Context: an optimization exercise on an open-source flow, tuned for a short achievable clock period, few clock cycles and low power. The choices shown serve that exercise and are no tape-out recipe. Where RTL was checked, it was by simulation tests only, not by an equivalence proof against the original. No activity file was given, so power comes from the tool's default toggle rates.

==> flow/design.v (excerpt) <==
module core_top #(
    parameter logic [cpu_pkg::PADDR_W-1:0] CODE_BASE   = '0,
    parameter logic [cpu_pkg::PADDR_W-1:0] DATA_BASE   = 20'h01000,
    parameter logic [cpu_pkg::PADDR_W-1:0] STACK_BASE  = 20'h02000,
    parameter logic [cpu_pkg::WORD_W-1:0]  SP_INIT     = 16'h0100,
    parameter int                          QUEUE_DEPTH = 4
) (
    input  logic                        clk,
    input  logic                        rst,
    output logic [cpu_pkg::PADDR_W-1:0] rom_addr,
    input  logic [cpu_pkg::BYTE_W-1:0]  rom_data,
    output logic                        mem_en,
    output logic                        mem_we,
    output logic [cpu_pkg::PADDR_W-1:0] mem_addr,
    output logic [cpu_pkg::WORD_W-1:0]  mem_wdata,
    input  logic [cpu_pkg::WORD_W-1:0]  mem_rdata,
    output logic                        halted
);
Settings: LEC_CHECK=0, CAP_MARGIN=20, CORE_MARGIN=2, CORE_UTILIZATION=65, PLACE_DENSITY=0.75, SETUP_SLACK_MARGIN=5, SLEW_MARGIN=20; clock period 8.0 ns.
standard.sh (not shown) runs the stock make flow with config.mk's settings and CLKGATE_MAP_FILE= SYNTH_SCRIPT=/design/flow/synth_recipe.tcl, a recipe that flattens the netlist after the stock synthesis.
==> flow/flow/run.sh <==
#!/bin/bash
# Layout flow: the standard flow (standard.sh), with these changes after
# synthesis, which is run unchanged:
#  - the resizer may swap a cell for one of another footprint
#    (MATCH_CELL_FOOTPRINT=0; the platform sets 1), so repair_timing can
#    upsize gates and buffers;
#  - the port buffers that global placement inserts are buf_4 cells rather
#    than the resizer's default (a delay buffer);
#  - clock tree synthesis clusters up to 24 flip-flops within 90 um per leaf
#    buffer and adds no dummy loads.
# Each step's full output goes to a log file in the work folder; ORFS's own
# per-step logs are under orfs/logs.
set -euo pipefail
bash standard.sh synth > flow_synth.log 2>&1
bash standard.sh MATCH_CELL_FOOTPRINT=0 \
    "BUFFER_PORTS_ARGS=-buffer_cell sky130_fd_sc_hd__buf_4" \
    "CTS_ARGS=-sink_clustering_enable -repair_clock_nets -sink_clustering_size 24 -sink_clustering_max_diameter 90 -dont_use_dummy_load" \
    finish > flow_layout.log 2>&1
Edit:
--- a/flow/design.v
+++ b/flow/design.v
@@ -36,14 +36,15 @@
     localparam logic [2:0] K_LD   = 3'd3;
     localparam logic [2:0] K_ST   = 3'd4;
     localparam logic [2:0] K_PUSH = 3'd5;
     localparam logic [2:0] K_POP  = 3'd6;
     logic [PC_W-1:0]    pc;
     logic [2:0]         st;
     logic               run;
+    logic               halted_q;
     logic               f_two;      
     logic               f_sext;     
     logic               f_opd;      
     logic               f_opw;      
     logic               x_valid;
     logic [2:0]         x_kind;
     logic [2:0]         x_wp;       
@@ -53,16 +54,17 @@
     logic               x_shi;      
     logic [3:0]         x_use;      
     logic [WORD_W-1:0]  x_data;
     logic               m_en;
     logic               m_we;
     logic [WORD_W-1:0]  m_a;
     logic               m_stack;
+    logic [WORD_W-1:0]  m_wd;
     logic               ld1_v;
-    logic [2:0]         ld1_dst;    
+    logic [2:0]         ld1_dst;
     logic               ld2_v;
     logic [2:0]         ld2_dst;
     logic [WORD_W-1:0]  regs [8];
     logic               is_imm, is_rr, is_ld, is_st, is_push, is_pop, is_mem;
     logic               use_src, is_wr, xw;
     logic               haz1, haz2;
     logic               stall;
@@ -92,15 +94,14 @@
     function automatic logic base_hit(input logic [4:0] use_, input logic [2:0] r);
         base_hit = (use_[0] && r == 3'd3) || (use_[1] && r == 3'd5) ||
                    (use_[2] && r == 3'd6) || (use_[3] && r == 3'd7) ||
                    (use_[4] && r == 3'd4);
     endfunction
     logic [4:0] use5;
     assign use5 = {is_push || is_pop, x_use};
-    assign ld1_dst = x_data[2:0];
     assign haz1  = ld1_v && ((use_src && x_sp == ld1_dst) ||
                              (is_wr && x_wp == ld1_dst) ||
                              base_hit(use5, ld1_dst));
     assign haz2  = ld2_v && base_hit(use5, ld2_dst);
     assign stall = x_valid && (haz1 || haz2);
     assign go    = x_valid && !stall;
     assign fen   = run && !stall;
@@ -130,20 +131,22 @@
     endfunction
     assign base_b = ({WORD_W{x_use[0]}} & regs[3]) | ({WORD_W{x_use[1]}} & regs[5]);
     assign base_i = ({WORD_W{x_use[2]}} & regs[6]) | ({WORD_W{x_use[3]}} & regs[7]);
     assign cs_s = base_b ^ base_i ^ x_data;
     assign cs_c = {(base_b[14:0] & base_i[14:0]) | (base_b[14:0] & x_data[14:0]) |
                    (base_i[14:0] & x_data[14:0]), 1'b0};
     assign dsum = ks_add(cs_s, cs_c);
-    assign ssum = ks_add(regs[4], is_push ? WORD_W'(STACK_BASE - 2) : WORD_W'(STACK_BASE));
+    assign ssum = ks_add(regs[4], x_data);
     assign addr = (is_push || is_pop) ? ssum : dsum;
     always_ff @(posedge clk) begin
         m_a     <= addr;
         m_stack <= is_push || is_pop;
         m_we    <= is_st || is_push;
+        m_wd    <= rv;
+        ld1_dst <= x_wp;
         ld2_dst <= ld1_dst;
     end
     always_ff @(posedge clk or negedge rst) begin
         if (!rst) begin
             m_en  <= 1'b0;
             ld1_v <= 1'b0;
             ld2_v <= 1'b0;
@@ -208,17 +211,20 @@
         endcase
     end
     always_ff @(posedge clk or negedge rst) begin
         if (!rst) begin
             pc      <= '0;
             st      <= S_OP;
             run     <= 1'b1;
+            halted_q <= 1'b0;
             x_valid <= 1'b0;
         end else begin
             run     <= run && (st != S_HALT);
+            halted_q <= !run || (st == S_HALT) ||
+                        (fen && st == S_OP && b == 8'hF4 && !(go && is_mem));
             x_valid <= stall || (fen && done);
             if (fen) begin
                 pc <= pc + PC_W'(skip) + PC_W'(1);
                 case (st)
                     S_OP: begin
                         if (b[7:2] == 6'b100010)           st <= S_MODRM;
                         else if (b[7:4] == 4'hB)           st <= S_D1;
@@ -243,14 +249,15 @@
                 S_OP: begin
                     x_wp   <= b[2:0];
                     x_sp   <= b[2:0];
                     x_shi  <= 1'b0;
                     x_lo   <= 1'b1;
                     x_hi   <= 1'b1;
                     x_use  <= 4'b0000;
+                    x_data <= b[3] ? WORD_W'(STACK_BASE) : WORD_W'(STACK_BASE - 2);
                     if (b[7:4] == 4'hB) begin
                         x_kind <= K_IMM;
                         if (!b[3]) begin
                             x_wp <= {1'b0, b[1:0]};
                             x_lo <= !b[2];
                             x_hi <= b[2];
                         end
@@ -308,20 +315,18 @@
                 end
                 S_D2: begin
                     x_data[15:8] <= (x_kind == K_IMM) ? b : b + BYTE_W'(DATA_BASE >> 8);
                 end
                 default: ;
             endcase
         end
-        if (go && (is_st || is_push)) x_data <= rv;
-        if (go && (is_ld || is_pop))  x_data[2:0] <= x_wp;
     end
     assign rom_addr  = PADDR_W'(CODE_BASE << 4) + PADDR_W'(pc);
     assign mem_en    = m_en;
     assign mem_we    = m_we;
     assign mem_addr  = {3'b000,
                         m_stack ? (m_a[15:12] < 4'(STACK_BASE >> 12))
                                 : (m_a[15:12] < 4'(DATA_BASE >> 12)),
                         m_a};
-    assign mem_wdata = x_data;
-    assign halted    = !run || (st == S_HALT && !m_en);
+    assign mem_wdata = m_wd;
+    assign halted    = halted_q;
 endmodule
- The changed run finished with timing, DRC and antenna clean
- power is higher by 8.1%
- clock-buffer cell count does not change
- final area is lower by 1.3%
- sequential cell count is higher by 20
- wire length is lower by 4.4%
- combinational power is higher by 21%
- final cell count does not change
- utilization is lower by 1.3 points
- synthesized cell count is higher by 1.9%
- global-route usage is lower by 0.96 points
- synthesized area is higher by 0.67%
- non-clock buffer count is lower by 22
Testbench counts after the change, summed over its fixed seeds: cycles 31,386.
Only the layout flow was run in the first run of this note; the RTL was not checked for function there.

* * *

middle:
Another version of the RTL of core_top (not shown whole).
Size in the first run: about 1500 cells after synthesis, ~220 flip-flops, ~85 I/O pins, ~0.015 mm² of cells after synthesis.
==> flow/config.mk <==
export PLATFORM = sky130hd
export DESIGN_NAME = core_top
export DESIGN_NICKNAME = core_top
export VERILOG_FILES = /design/flow/design.v
export SDC_FILE = /design/flow/constraint.sdc
export NUM_CORES = 4
export LEC_CHECK = 0
export CAP_MARGIN = 20
export CORE_MARGIN = 2
export CORE_UTILIZATION = 65
export PLACE_DENSITY = 0.75
export SETUP_SLACK_MARGIN = 5
export SLEW_MARGIN = 20
==> flow/constraint.sdc <==
create_clock -name core_clock -period 8.0 [get_ports {clk}]
set_input_delay 1.6000 -clock core_clock [delete_from_list [all_inputs] [get_ports {clk}]]
set_output_delay 1.6000 -clock core_clock [all_outputs]
set_load 0.01 [all_outputs]
Scripts as last shown in full above: flow/flow/run.sh
### middle -> west
-- flow/design.v --
<<< middle, line 41
    logic [2:0]         st;
    logic               run;
    logic               halted_q;
    logic               f_two;      
    logic               f_sext;     
>>> west, line 41
    logic [2:0]         st;
    logic               run;
    logic               f_two;      
    logic               f_sext;     
<<< middle, line 57
    logic               m_en;
    logic               m_we;
    logic [MA_W-1:0]    m_a;
    logic [WORD_W-1:0]  m_wd;
    logic               ld1_v;
    logic [2:0]         ld1_dst;
>>> west, line 56
    logic               m_en;
    logic               m_we;
    logic [WORD_W-1:0]  m_a;
    logic               m_stack;
    logic               ld1_v;
    logic [2:0]         ld1_dst;
<<< middle, line 80
    logic [WORD_W-1:0]  dsum;
    logic [WORD_W-1:0]  ssum;
    logic [MA_W-1:0]    addr;
    assign is_imm  = (x_kind == K_IMM);
    assign is_rr   = (x_kind == K_RR);
>>> west, line 79
    logic [WORD_W-1:0]  dsum;
    logic [WORD_W-1:0]  ssum;
    logic [WORD_W-1:0]  addr;
    assign is_imm  = (x_kind == K_IMM);
    assign is_rr   = (x_kind == K_RR);
<<< middle, line 135
                   (base_i[14:0] & x_data[14:0]), 1'b0};
    assign dsum = ks_add(cs_s, cs_c);
    assign ssum = ks_add(regs[4], x_data);
    always_comb begin
        if (is_push || is_pop) addr = {ssum[15:12] < 4'(STACK_BASE >> 12), ssum};
        else                   addr = {dsum[15:12] < 4'(DATA_BASE >> 12), dsum};
    end
    always_ff @(posedge clk) begin
        m_a     <= addr;
        m_we    <= is_st || is_push;
        m_wd    <= rv;
        ld1_dst <= x_wp;
        ld2_dst <= ld1_dst;
>>> west, line 134
                   (base_i[14:0] & x_data[14:0]), 1'b0};
    assign dsum = ks_add(cs_s, cs_c);
    assign ssum = ks_add(regs[4], is_push ? WORD_W'(STACK_BASE - 2) : WORD_W'(STACK_BASE));
    assign addr = (is_push || is_pop) ? ssum : dsum;
    always_ff @(posedge clk) begin
        m_a     <= addr;
        m_stack <= is_push || is_pop;
        m_we    <= is_st || is_push;
        ld1_dst <= x_wp;
        ld2_dst <= ld1_dst;
<<< middle, line 217
            st      <= S_OP;
            run     <= 1'b1;
            halted_q <= 1'b0;
            x_valid <= 1'b0;
        end else begin
            run     <= run && (st != S_HALT);
            halted_q <= !run || (st == S_HALT) ||
                        (fen && st == S_OP && b == 8'hF4 && !(go && is_mem));
            x_valid <= stall || (fen && done);
            if (fen) begin
>>> west, line 213
            st      <= S_OP;
            run     <= 1'b1;
            x_valid <= 1'b0;
        end else begin
            run     <= run && (st != S_HALT);
            x_valid <= stall || (fen && done);
            if (fen) begin
<<< middle, line 255
                    x_hi   <= 1'b1;
                    x_use  <= 4'b0000;
                    x_data <= b[3] ? WORD_W'(STACK_BASE) : WORD_W'(STACK_BASE - 2);
                    if (b[7:4] == 4'hB) begin
                        x_kind <= K_IMM;
>>> west, line 248
                    x_hi   <= 1'b1;
                    x_use  <= 4'b0000;
                    if (b[7:4] == 4'hB) begin
                        x_kind <= K_IMM;
<<< middle, line 321
            endcase
        end
    end
    assign rom_addr  = PADDR_W'(CODE_BASE << 4) + PADDR_W'(pc);
    assign mem_en    = m_en;
    assign mem_we    = m_we;
    assign mem_addr  = PADDR_W'(m_a);
    assign mem_wdata = m_wd;
    assign halted    = halted_q;
endmodule
>>> west, line 313
            endcase
        end
        if (go && (is_st || is_push)) x_data <= rv;
    end
    assign rom_addr  = PADDR_W'(CODE_BASE << 4) + PADDR_W'(pc);
    assign mem_en    = m_en;
    assign mem_we    = m_we;
    assign mem_addr  = {3'b000,
                        m_stack ? (m_a[15:12] < 4'(STACK_BASE >> 12))
                                : (m_a[15:12] < 4'(DATA_BASE >> 12)),
                        m_a};
    assign mem_wdata = x_data;
    assign halted    = !run || (st == S_HALT && !m_en);
endmodule
Notes after the runs:
- middle has a higher die boundary width than west.
- [west] post-detailed-routing wire length rose 2.7% relative to middle
- Area fraction in compound gates after synthesis, middle and west: smaller value in middle
- west packs its core more tightly than middle.
- Power share of the clock group (lower): middle
- Summary — worst path arrival time, west relative to middle: lower, by 0.04 ns.
Testbench counts of west, summed over its fixed seeds: cycles 31,386.
For middle, only the layout was checked, not whether the RTL still works.

## static timing again, ports no longer ideal
No port has a modelled driver above. Below, the same layouts with a new extraction and two added sets of constraints.
Step 1 assumes that a clkbuf_16 drives the clock port and a buf_2 every other input.
Step 2 adds t to the input delays and takes it off the output delays; t is the mean of the earliest and latest rising clock arrival at the registers after step 1. Input paths then give back, and output paths get back, about the clock's delay inside the block.
Slacks: ideal / step 1 / step 2; pairs: ideal / step 1.
run | shift t [ns] | slack for setup (ns) | worst register clock-pin slew, ns | worst data-port slew with drivers (ns) | cell pins on the clock port's net
the first run of note 1 | 0.535 | 4.734 / 4.734 / 4.621 | 0.10 / 0.10 | 0.04 | 1
the second run of note 1 | 0.534 | 4.588 / 4.588 / 4.526 | 0.10 / 0.10 | 0.06 | 1
middle | 0.530 | 4.667 / 4.667 / 4.637 | 0.10 / 0.10 | 0.04 | 1
west | 0.524 | 4.718 / 4.718 / 4.538 | 0.10 / 0.10 | 0.04 | 1
After both steps setup and hold are still met in every run listed. The setup slack of west, which loses most, moves by 0.000 ns with the drivers and by -0.180 ns with both steps.
